From an optimization exercise on the open Yosys and OpenROAD flow, aimed at small area and few clock cycles; shortcuts taken in it are not production practice.
Function was checked by simulation only, so behaviour that the tests miss may differ from the original.
Power figures rest on the tool's default switching activity, not on a simulated workload.

$ cat design/flow/config.mk
export PLATFORM = sky130hd
export DESIGN_NAME = ignition_power_supervisor
export DESIGN_NICKNAME = ignition_power_supervisor
export VERILOG_FILES = /design/flow/design.v
export SDC_FILE = /design/flow/constraint.sdc
export NUM_CORES = 4
export LEC_CHECK = 0
export CAP_MARGIN = 20
export CORE_MARGIN = 2
export CORE_UTILIZATION = 40
export SLEW_MARGIN = 20
$ cat design/flow/constraint.sdc
create_clock -name core_clock -period 15.0 [get_ports {clk}]
set_input_delay 3.0000 -clock core_clock [delete_from_list [all_inputs] [get_ports {clk}]]
set_output_delay 3.0000 -clock core_clock [all_outputs]
set_load 0.01 [all_outputs]
$ cat design/flow/design.v
package ips_pkg;
  localparam int CFG_W       = 24;
  localparam int NUM_CFG     = 8;
  localparam int CFG_IDX_W   = 3;
  localparam int IN_TDATA_W  = 40;
  localparam int IN_TUSER_W  = 2;
  localparam int OUT_TDATA_W = 8;
  typedef logic [CFG_W-1:0]     cfg_word_t;
  typedef logic [CFG_IDX_W-1:0] cfg_idx_t;
  localparam cfg_idx_t CFG_IGNITION_STABLE = 3'd0;
  localparam cfg_idx_t CFG_CRANK_GRACE     = 3'd1;
  localparam cfg_idx_t CFG_BUS_IDLE_SLEEP  = 3'd2;
  localparam cfg_idx_t CFG_SCREEN_ON_DELAY = 3'd3;
  localparam cfg_idx_t CFG_IGNITION_LOSS   = 3'd4;
  localparam cfg_idx_t CFG_SHUTDOWN_PULSE  = 3'd5;
  localparam cfg_idx_t CFG_SHUTDOWN_GAP    = 3'd6;
  localparam cfg_idx_t CFG_POWERDOWN_WAIT  = 3'd7;
  localparam logic [NUM_CFG*CFG_W-1:0] CFG_RESET = {
    24'd20000, 24'd500, 24'd500, 24'd2000,
    24'd2000, 24'd30000, 24'd3000, 24'd500
  };
  typedef enum logic [2:0] {
    MODE_WAIT    = 3'd0,
    MODE_RUN     = 3'd1,
    MODE_PULSE1  = 3'd2,
    MODE_GAP1    = 3'd3,
    MODE_PULSE2  = 3'd4,
    MODE_GAP2    = 3'd5,
    MODE_PDOWN   = 3'd6,
    MODE_SLEEP   = 3'd7
  } ips_mode_t;
  typedef enum logic [1:0] {
    OP_TICK     = 2'd0,
    OP_IGNITION = 2'd1,
    OP_BUS      = 2'd2,
    OP_RESET    = 2'd3
  } ips_op_t;
  typedef struct packed {
    ips_op_t     opcode;
    logic        ignition_on;
    logic        keep_dcdc_on;
    logic [31:0] now_ms;
  } ips_item_t;
  typedef struct packed {
    logic      dcdc_relay;
    logic      shutdown_relay;
    logic      screen_visible;
    ips_mode_t mode;
  } ips_result_t;
endpackage
import ips_pkg::*;
module ips_fsm #(
  parameter int IGNITION_GAP_RESET_MS = 1000,
  parameter int TIME_BITS             = 32
) (
  input  logic               clk,
  input  logic               rst,
  input  logic               step,
  input  ips_pkg::ips_item_t item,
  input  logic [ips_pkg::NUM_CFG-1:0][ips_pkg::CFG_W-1:0] cfg,
  output ips_pkg::ips_result_t result
);
  localparam int CMP_W = (TIME_BITS > CFG_W) ? TIME_BITS : CFG_W;
  ips_pkg::ips_mode_t mode, mode_next;
  logic [TIME_BITS-1:0] ts_a, ts_a_next;
  logic [TIME_BITS-1:0] ts_b, ts_b_next;
  logic [TIME_BITS-1:0] ts_l, ts_l_next;
  logic on_pend, on_pend_next;
  logic off_pend, off_pend_next;
  logic dcdc, dcdc_next;
  logic scr_pend, scr_pend_next;
  function automatic logic ge(logic [TIME_BITS-1:0] diff, logic [CMP_W-1:0] lim);
    logic [CMP_W-1:0] diff_w;
    diff_w = diff;
    ge = (diff_w >= lim);
  endfunction
  logic [TIME_BITS-1:0] now_t;
  logic [TIME_BITS-1:0] d_a, d_b, d_l;
  logic [CMP_W-1:0] lim_a, lim_b, lim_g, lim_l;
  logic el_a, el_b, el_g, el_l;
  logic a_zero, b_zero, l_zero;
  assign now_t  = item.now_ms;
  assign d_a    = now_t - ts_a;
  assign d_b    = now_t - ts_b;
  assign d_l    = now_t - ts_l;
  assign a_zero = (ts_a == '0);
  assign b_zero = (ts_b == '0);
  assign l_zero = (ts_l == '0);
  always_comb begin
    lim_a = '0;
    case (mode)
      MODE_WAIT:               lim_a[CFG_W-1:0] = cfg[CFG_IGNITION_STABLE];
      MODE_PULSE1, MODE_PULSE2: lim_a[CFG_W-1:0] = cfg[CFG_SHUTDOWN_PULSE];
      MODE_GAP1, MODE_GAP2:     lim_a[CFG_W-1:0] = cfg[CFG_SHUTDOWN_GAP];
      default:                 lim_a[CFG_W-1:0] = cfg[CFG_SCREEN_ON_DELAY];
    endcase
  end
  always_comb begin
    lim_b = '0;
    case (mode)
      MODE_WAIT: lim_b = IGNITION_GAP_RESET_MS + 1;
      MODE_RUN:  lim_b[CFG_W-1:0] = cfg[CFG_IGNITION_LOSS];
      default:   lim_b[CFG_W-1:0] = cfg[CFG_POWERDOWN_WAIT];
    endcase
  end
  always_comb begin
    lim_g = '0;
    lim_g[CFG_W-1:0] = cfg[CFG_CRANK_GRACE];
    lim_l = '0;
    lim_l[CFG_W-1:0] = cfg[CFG_BUS_IDLE_SLEEP];
  end
  assign el_a = ge(d_a, lim_a);
  assign el_b = ge(d_b, lim_b);
  assign el_g = ge(d_a, lim_g);
  assign el_l = ge(d_l, lim_l);
  always_comb begin
    logic grace;
    logic gap;
    logic loss;
    mode_next     = mode;
    ts_a_next     = ts_a;
    ts_b_next     = ts_b;
    ts_l_next     = ts_l;
    on_pend_next  = on_pend;
    off_pend_next = off_pend;
    dcdc_next     = dcdc;
    scr_pend_next = scr_pend;
    grace = !el_g;
    gap   = !b_zero && el_b;
    loss  = b_zero ? (lim_b == '0) : el_b;
    case (item.opcode)
      OP_TICK: begin
        case (mode)
          MODE_WAIT: begin
            if (!on_pend && !off_pend && !l_zero && el_l) begin
              mode_next     = MODE_SLEEP;
              dcdc_next     = 1'b1;
              ts_l_next     = now_t;
            end else if (on_pend) begin
              if (gap) begin
                on_pend_next  = 1'b0;
              end else if (el_a) begin
                mode_next     = MODE_RUN;
                dcdc_next     = 1'b1;
                ts_a_next     = now_t;
                ts_b_next     = '0;
                scr_pend_next = 1'b1;
                on_pend_next  = 1'b0;
                off_pend_next = 1'b0;
              end
            end
          end
          MODE_RUN: begin
            if (scr_pend && el_a) begin
              scr_pend_next = 1'b0;
              if (off_pend && b_zero && !grace) ts_b_next = now_t;
            end else if (!scr_pend && off_pend && !grace) begin
              if (b_zero) ts_b_next = now_t;
              if (loss) begin
                mode_next = MODE_PULSE1;
                ts_a_next = now_t;
                ts_b_next = now_t;
              end
            end
          end
          MODE_PULSE1: if (el_a) begin mode_next = MODE_GAP1;   ts_a_next = now_t; end
          MODE_GAP1:   if (el_a) begin mode_next = MODE_PULSE2; ts_a_next = now_t; end
          MODE_PULSE2: if (el_a) begin mode_next = MODE_GAP2;   ts_a_next = now_t; end
          MODE_GAP2:   if (el_a) begin mode_next = MODE_PDOWN;  ts_a_next = now_t; end
          MODE_PDOWN: begin
            if (el_b) begin
              mode_next     = MODE_WAIT;
              dcdc_next     = 1'b0;
              on_pend_next  = 1'b0;
              off_pend_next = 1'b0;
              ts_l_next     = now_t;
            end
          end
          default: begin
          end
        endcase
      end
      OP_IGNITION: begin
        if (item.ignition_on) begin
          off_pend_next = 1'b0;
          case (mode)
            MODE_WAIT: begin
              if (!on_pend || b_zero || el_b) begin
                on_pend_next = 1'b1;
                ts_a_next    = now_t;
              end
              ts_b_next = now_t;
            end
            MODE_RUN: begin
              ts_b_next = '0;
            end
            default: begin
              mode_next     = MODE_WAIT;
              dcdc_next     = 1'b1;
              on_pend_next  = 1'b1;
              ts_a_next     = now_t;
              ts_b_next     = now_t;
            end
          endcase
        end else begin
          on_pend_next  = 1'b0;
          off_pend_next = 1'b1;
          if (mode == MODE_RUN && !scr_pend && b_zero) ts_b_next = now_t;
        end
      end
      OP_BUS: begin
        ts_l_next = now_t;
      end
      default: begin
        mode_next     = MODE_WAIT;
        dcdc_next     = item.keep_dcdc_on || (mode != MODE_PDOWN);
        scr_pend_next = 1'b0;
        on_pend_next  = 1'b0;
        off_pend_next = 1'b0;
        ts_l_next     = now_t;
      end
    endcase
  end
  always_ff @(posedge clk) begin
    if (rst) begin
      mode     <= MODE_WAIT;
      ts_a     <= '0;
      ts_b     <= '0;
      ts_l     <= '0;
      on_pend  <= 1'b0;
      off_pend <= 1'b0;
      dcdc     <= 1'b0;
      scr_pend <= 1'b0;
    end else if (step) begin
      mode     <= mode_next;
      ts_a     <= ts_a_next;
      ts_b     <= ts_b_next;
      ts_l     <= ts_l_next;
      on_pend  <= on_pend_next;
      off_pend <= off_pend_next;
      dcdc     <= dcdc_next;
      scr_pend <= scr_pend_next;
    end
  end
  assign result.dcdc_relay     = dcdc;
  assign result.shutdown_relay = (mode == MODE_PULSE1) || (mode == MODE_PULSE2);
  assign result.screen_visible = (mode == MODE_RUN) && !scr_pend;
  assign result.mode           = mode;
endmodule
import ips_pkg::*;
module ignition_power_supervisor #(
  parameter int IGNITION_GAP_RESET_MS = 1000,
  parameter int TIME_BITS             = 32
) (
  input  logic                             clk,
  input  logic                             rst,
  input  logic                             s_tvalid,
  output logic                             s_tready,
  input  logic [ips_pkg::IN_TDATA_W-1:0]   s_tdata,    
  input  logic [ips_pkg::IN_TUSER_W-1:0]   s_tuser,    
  output logic                             m_tvalid,
  input  logic                             m_tready,
  output logic [ips_pkg::OUT_TDATA_W-1:0]  m_tdata,    
  input  logic                             cfg_valid,
  output logic                             cfg_ready,
  input  ips_pkg::cfg_idx_t                cfg_index,
  input  ips_pkg::cfg_word_t               cfg_data
);
  logic [ips_pkg::NUM_CFG-1:0][ips_pkg::CFG_W-1:0] cfg;
  ips_pkg::ips_item_t   in_item;
  ips_pkg::ips_result_t res;
  logic        out_valid;
  logic        accept;
  assign cfg_ready = 1'b1;
  always_ff @(posedge clk) begin
    if (rst) begin
      for (int i = 0; i < NUM_CFG; i++) begin
        cfg[i] <= CFG_RESET[i*CFG_W +: CFG_W];
      end
    end else if (cfg_valid) begin
      cfg[cfg_index] <= cfg_data;
    end
  end
  assign s_tready = !out_valid || m_tready;
  assign accept   = s_tvalid && s_tready;
  assign in_item.opcode       = ips_pkg::ips_op_t'(s_tuser);
  assign in_item.ignition_on  = s_tdata[0];
  assign in_item.keep_dcdc_on = s_tdata[1];
  assign in_item.now_ms       = s_tdata[33:2];
  ips_fsm #(
    .IGNITION_GAP_RESET_MS (IGNITION_GAP_RESET_MS),
    .TIME_BITS             (TIME_BITS)
  ) u_fsm (
    .clk    (clk),
    .rst    (rst),
    .step   (accept),
    .item   (in_item),
    .cfg    (cfg),
    .result (res)
  );
  always_ff @(posedge clk) begin
    if (rst) begin
      out_valid <= 1'b0;
    end else if (accept) begin
      out_valid <= 1'b1;
    end else if (m_tready) begin
      out_valid <= 1'b0;
    end
  end
  assign m_tvalid = out_valid;
  assign m_tdata  = {2'b00, res.mode, res.screen_visible,
                     res.shutdown_relay, res.dcdc_relay};
endmodule
$ cat design/flow/run.sh
#!/bin/bash
# synth_recipe.tcl (not shown) runs the flow's synth.tcl, then flattens the netlist and writes it again
# the make line also repeats each setting of config.mk as NAME=value (left out here)
make -C /OpenROAD-flow-scripts/flow DESIGN_CONFIG=/design/flow/config.mk WORK_HOME=/design/flow/orfs CLKGATE_MAP_FILE= SYNTH_SCRIPT=/design/flow/synth_recipe.tcl finish
==> flow_summary.yaml <==
outcome:
  status: "finished clean"
worst_setup_path:
  slowest_stage: "nor3_4"
  criticalPathCategory: "in -> reg"
  cp.arrival_ns: 10.89
  cp_num_buf_inv: 5
  crit_path_end_kind: "flip-flop"
  cp_max_fo: 21
  path_delay_family: "compound AO/OA/AOI/OAI gates"
  start_kind: "input port"
  rr_worst_depth: 23
  max_stage_delay_ns: 0.79
  r2r_start: "u_fsm.ts_l[0]"
  reg2reg_slack_ns: 7.52
  cp.required_ns: 15.48
  timing.rr.end: "u_fsm.ts_a[13]"
worst_hold_path:
  hold_path.class: "reg -> reg"
  hold_depth: 2
  hp-start: "u_fsm.ts_a[24]"
  holdPathEnd: "u_fsm.ts_a[24]"
power:
  p_leak_nw: 9.62
  powerDensity_nw_per_um2: 101
  max-vdd-ir-drop_v: 0.0000697
run:
  cap_violations: 0
timing:
  period_minus_slack_ns: 10.41
  finalHoldViolCount: 0
  fmax_ghz: 0.0961
  fin_tns_setup_ns: 0
  finalMaxSlewViolations: 0
  setup_viol: 0
  grt_setup_unrepaired: "false"
  final.period_utilization: 0.694
  max_slew_margin: 0.162
  worst_slew_pin_slew_ns: 1.26
  clock_skew_ns: 0.0227
logic_synthesis:
  seq_area_frac_synth: 0.262
  synth_cell_types: 84
  ys.flop_type: "dfxtp_1"
  synth_edf_count: 0
  async_flop_share: 0
  synth_seq_cells: 296
  synth_area_sq_um: 22700
  syn_inst: 3039
  ys_warn_count: 2
  synth.avg_cell_area_sq_um: 7.46
cells_and_area:
  instances_no_fill: 3784
  nFillCells: 5805
  final_nets: 3275
  area_growth_syn_to_layout_pct: 11.1
  drive_gt1_frac: 0.0449
clock_tree:
  cts_max_level: 2
  cts_made_buffers: 38
  postCtsHoldBufs: 0
  path_clk_slew_ns: 0.05
  clk_path_buf_depth: 3
  tritoncts: "yes"
  root_buffer: "clkbuf_16"
  cts_setup_buffers: 0
  cts_resized: 0
  clk_latency_ns: 0.57
  clock_sinks: 296
route:
  vias_per_cell: 5.99
  drt_iter0_drc: 1953
  ant_nets: 0
  dr_total_vias: 22700
  wl_mm: 82.6
  drc: 0
  wire_per_inst_microns: 21.8
  dr.pass1.iters: 6
floorplan:
  fp.coreArea_sq_um: 56200
  start_util: 0.403
  die_w_microns: 242
  placementRows: 87
  die_h_microns: 242
  io_pins: 85
  fp.dieArea_sq_um: 58600
global_routing:
  grt-ovfl-total: 0
  grt_first_pass_wirelength_mm: 127
  grt_pass1_vias: 21600
  antenna_found_initial: 0
  track_usage: 0.274
  grt_max_degree: 104
place:
  place_congestion: 0.988
  portBuffers: 75
  dp_cells: 3716
  place_hpwl_mm: 62.3
## per-layer routing
metal / GRT usage / wire [microns]
met5: 0 / 0
met4: 0.123 / 4050
met3: 0.0310 / 4720
met2: 0.454 / 37800
met1: 0.357 / 36100
## Yosys cell counts (all sizes together), types with 24 or more instances
cell	number	area [sq um]
nor2	360	1350
nand2	353	1330
dfxtp	296	5930
a21oi	292	1460
ha	197	2460
inv	186	698
o21ai	157	786
clkbuf	156	586
a22oi	131	983
mux2i	129	1290
a211oi	69	523
a21o	49	368
nand3	49	258
nand4	46	288
nor2b	45	282
xnor2	43	377
nor3	40	205
a221o	37	370
xor2	36	315
and3	31	194
buf	26	145
nor4	26	163
o211ai	26	195
o21a	24	180
## placed cells by master (no fill, tap or decap), types with 36 or more instances in the layout
cell type        synthesis  routed
a21o_1                  49      49
dfxtp_1                296     293
ha_1                   197     197
clkdlybuf4s50_1          0      73
a21oi_1                292     291
nor3_1                  39      39
nand4_1                 46      46
inv_1                  186     185
mux2i_1                129     129
xor2_1                  36      36
a221o_1                 37      37
xnor2_1                 43      43
nand3_1                 48      48
o21ai_0                151     151
a211oi_1                68      61
a22oi_1                131     131
nor2b_1                 45      45
nand2_1                352     352
nor2_1                 360     356
clkbuf_16                0      39
## worst register-to-register path: cells and delay by family, from the launching register on
family / cells / cell delay (ns)
flip-flops: 1 / 0.38
AND/OR/NAND/NOR: 3 / 1.51
adder cells (fa/ha/maj): 3 / 0.93
AO/OA/AOI/OAI: 12 / 3.18
XOR/XNOR: 1 / 0.34
multiplexers: 1 / 0.27
buffers and inverters: 3 / 0.78
## through the flow
stage	power, mW	hold WS, ns	area [sq um]	setup slack (ns)	util
2_1_floorplan	1.34	0.431	22700	7.19	-
3_3_place_gp	1.58	0.443	23900	4.36	0.425
3_5_place_dp	1.60	0.450	23900	4.21	0.425
4_1_cts	2.54	0.458	25100	4.76	0.448
5_1_grt	2.65	0.468	25200	4.19	0.448
6_report	2.53	0.459	25200	4.59	0.448
## state kept, by name (all words and copies together) (netlist names)
name            count
out_valid           1
u_fsm.ts_b         32
u_fsm.on_pend       1
u_fsm.ts_a         32
u_fsm.off_pend      1
u_fsm.dcdc          1
u_fsm.ts_l         32
u_fsm.scr_pend      1
u_fsm.mode          3
cfg               192
## worst max-delay path by stage
stage                    start             end  slack, ns  depth (start not counted)
CTS                 s_tdata[2]  u_fsm.ts_a[23]       4.76                         25
floorplan           s_tdata[2]  u_fsm.ts_b[10]       7.19                         26
global placement    s_tdata[2]  u_fsm.ts_a[30]       4.36                         27
global route        s_tdata[2]  u_fsm.ts_a[11]       4.19                         25
detailed placement  s_tdata[2]  u_fsm.ts_a[26]       4.21                         25
finish              s_tdata[2]  u_fsm.ts_a[13]       4.59                         25
## area by class of cell
type	instances	area, sq um	share of cell area
inverters	186	699	0.0278
well taps	756	946	0.0376
multi-input cells	2376	15400	0.611
clock inverters	20	234	0.00930
clock buffers	47	1030	0.0408
repair buffers	102	950	0.0377
diodes	1	2.50	0.0000994
flip-flops and latches	296	5930	0.236
## logic make-up (layout without fill, tap and decap cells)
logic type	after synthesis	in the layout	synth area share
AOI/OAI and AO/OA	915	915	0.265
buffers and inverters	368	355	0.0631
and+or+nand+nor	1048	1048	0.210
xor gates and xnor gates	79	79	0.0305
adders and majority gates	201	201	0.112
other	2	4	0.000331
muxes	130	130	0.0575
DFF	296	296	0.262
## power breakdown
part | total, mW | switching, mW | internal (mW)
sequential | 0.840 | 0.0218 | 0.818
clock | 0.938 | 0.379 | 0.558
combinational | 0.758 | 0.494 | 0.263
Testbench counts, summed over its fixed seeds: cycles 36,016.

[port drivers added, routing unchanged]
Ports are ideal in the flow. The routed layout listed here was re-timed in OpenROAD. Step 1 sets driving cells, clkbuf_16 on the clock port and buf_2 on the other inputs (assumed; they add their load-dependent delay and slew). Step 2 moves the port delays by t, midway between the first and last clock arrival at a register: inputs arrive t later, outputs are due t later. That takes back most of the time a late clock gives input paths. a / b / c = no drivers / after step 1 / after step 2; a / b = the first two.
shift t [ns]: 0.615
setup WS [ns]: 4.592 / 4.595 / 3.981
clock arrival spread, ns: 0.023 / 0.023
After both steps this run still meets setup and hold. The setup slack of this run moves by +0.003 ns with the drivers and by -0.611 ns with both steps.
